This is an optimization exercise on Yosys and OpenROAD, whose aim is small area and a short achievable clock period, not a production implementation.

// lms_weight_updater
module lms_weight_updater #(
    parameter int unsigned NUM_TAPS   = lms_pkg::NUM_TAPS,
    parameter int unsigned WEIGHT_W   = lms_pkg::WEIGHT_W,
    parameter int unsigned MU_SHIFT   = lms_pkg::MU_SHIFT,
    parameter int unsigned LEAK_SHIFT = lms_pkg::LEAK_SHIFT
) (
    input  logic                        clk_in,
    input  logic                        rst_n_in,
    input  lms_pkg::sample_t            sample_in,
    input  logic                        sample_ready,
    input  lms_pkg::sample_t            error_in,
    input  logic                        error_ready,
    input  logic                        freeze_in,
    output logic signed [WEIGHT_W-1:0]  weight_out,
    output logic [$clog2(NUM_TAPS)-1:0] weight_idx_out,
    output logic                        weight_valid_out,
    output logic                        busy_out,
    output logic                        done_out,
    output logic                        overrun_out
);
Size: about 3200 cells after synthesis, about 1400 flip-flops.
==> flow/config.mk <==
export PLATFORM = sky130hd
export DESIGN_NAME = lms_weight_updater
export DESIGN_NICKNAME = lms_weight_updater
export VERILOG_FILES = /design/flow/design.v
export SDC_FILE = /design/flow/constraint.sdc
export NUM_CORES = 4
export LEC_CHECK = 0
export CAP_MARGIN = 20
export CORE_MARGIN = 2
export CORE_UTILIZATION = 40
export SLEW_MARGIN = 20
==> flow/constraint.sdc <==
create_clock -name core_clock -period 14.0 [get_ports {clk_in}]
set_input_delay 2.8000 -clock core_clock [delete_from_list [all_inputs] [get_ports {clk_in}]]
set_output_delay 2.8000 -clock core_clock [all_outputs]
set_load 0.01 [all_outputs]
standard.sh (not shown) runs the stock make flow with config.mk's settings and CLKGATE_MAP_FILE= SYNTH_SCRIPT=/design/flow/synth_recipe.tcl, a recipe that flattens the netlist after the stock synthesis.
==> flow/flow/run.sh <==
#!/bin/bash
# The standard layout, with timing repair aimed well below the clock period.
set -euo pipefail
export SETUP_SLACK_MARGIN=9.5
bash standard.sh > flow.log 2>&1
Edit:
--- a/flow/flow/run.sh
+++ b/flow/flow/run.sh
@@ -3,3 +3,4 @@
 set -euo pipefail
 export SETUP_SLACK_MARGIN=9.5
+export BUFFER_PORTS_ARGS="-buffer_cell sky130_fd_sc_hd__buf_4"
 bash standard.sh > flow.log 2>&1
CORE_UTILIZATION = 55   (was 40)
CTS_BUF_LIST = sky130_fd_sc_hd__clkbuf_16   (was not set)
CTS_CLUSTER_DIAMETER = 120   (was not set)
CTS_CLUSTER_SIZE = 24   (was not set)
What happened:
- setup slack improves by 5.2 ps
- hold slack improves by 5.7 ps
- area after synthesis is unchanged
- wire length is lower slightly
- via count is lower by a few percent
- synthesized cell count does not change
- register-to-register slack degrades by 50 ps
- final area is lower by a few percent
- first-iteration DRC count is lower by a little under a tenth
Edit:
==> flow/flow/run.sh (replaced) <==
#!/bin/bash
# The standard layout, with timing repair aimed well below the clock period.
set -euo pipefail
export SETUP_SLACK_MARGIN=9.5
bash standard.sh > flow.log 2>&1
CORE_UTILIZATION = 40   (was 55)
CTS_BUF_LIST = sky130_fd_sc_hd__clkbuf_8   (was sky130_fd_sc_hd__clkbuf_16)
CTS_CLUSTER_DIAMETER = not set   (was 120)
Effect: Routed wire length climbs by 1.5%. Worst setup slack is better by 31 ps. Via count climbs by 3.8%. Area after synthesis does not change. Global-route usage drops by 6.6 points. Final area climbs by 4.8%. Cell count climbs by 18%. Register-to-register slack is about the same. Sequential share of layout area drops by 3.2 points. Hold slack is worse by 11 ps.
Edit:
--- a/flow/flow/run.sh
+++ b/flow/flow/run.sh
@@ -3,3 +3,4 @@
 set -euo pipefail
 export SETUP_SLACK_MARGIN=9.5
+export BUFFER_PORTS_ARGS="-buffer_cell sky130_fd_sc_hd__buf_4"
 bash standard.sh > flow.log 2>&1
CTS_BUF_LIST = sky130_fd_sc_hd__clkbuf_16   (was sky130_fd_sc_hd__clkbuf_8)
CTS_CLUSTER_DIAMETER = 100   (was not set)
CTS_CLUSTER_SIZE = 30   (was 24)
After rerunning: Setup slack gains 28 ps; wire length is lower by 5.2%; cell count is lower by 6.7%; non-clock buffer count is lower by 62; hold slack barely changes.
Function was not checked in any run of this note: the RTL went through the layout flow alone.

==> re-timing with driven ports <==
How much do the figures lean on ideal ports? The routed layouts below were timed once more, with nothing changed but the port constraints. Step 1 assumes that a clkbuf_16 drives the clock port and a buf_2 every other input. Step 2 moves the port delays by t, midway between the first and last clock arrival at a register: inputs arrive t later, outputs are due t later. That takes back most of the time a late clock gives input paths. Three values: ideal ports, drivers, drivers and shift; two values: the first two.
run	shift t [ns]	slack for setup (ns)	worst setup path at the end	clock arrival spread, ns	worst register clock-pin slew, ns
the first run	0.828	9.484 / 9.501 / 8.693	input to register	0.033 / 0.033	0.07 / 0.07
the second run	0.722	9.489 / 9.407 / 8.685	input to register	0.035 / 0.035	0.10 / 0.10
the third run	0.979	9.520 / 9.538 / 8.589	input to register	0.053 / 0.054	0.07 / 0.07
the fourth run	0.763	9.548 / 9.552 / 8.793	input to register	0.068 / 0.068	0.12 / 0.12
After both steps setup and hold are still met in every run listed. For the third run, which loses most, drivers alone change the setup slack by +0.018 ns; drivers and shift together by -0.931 ns.
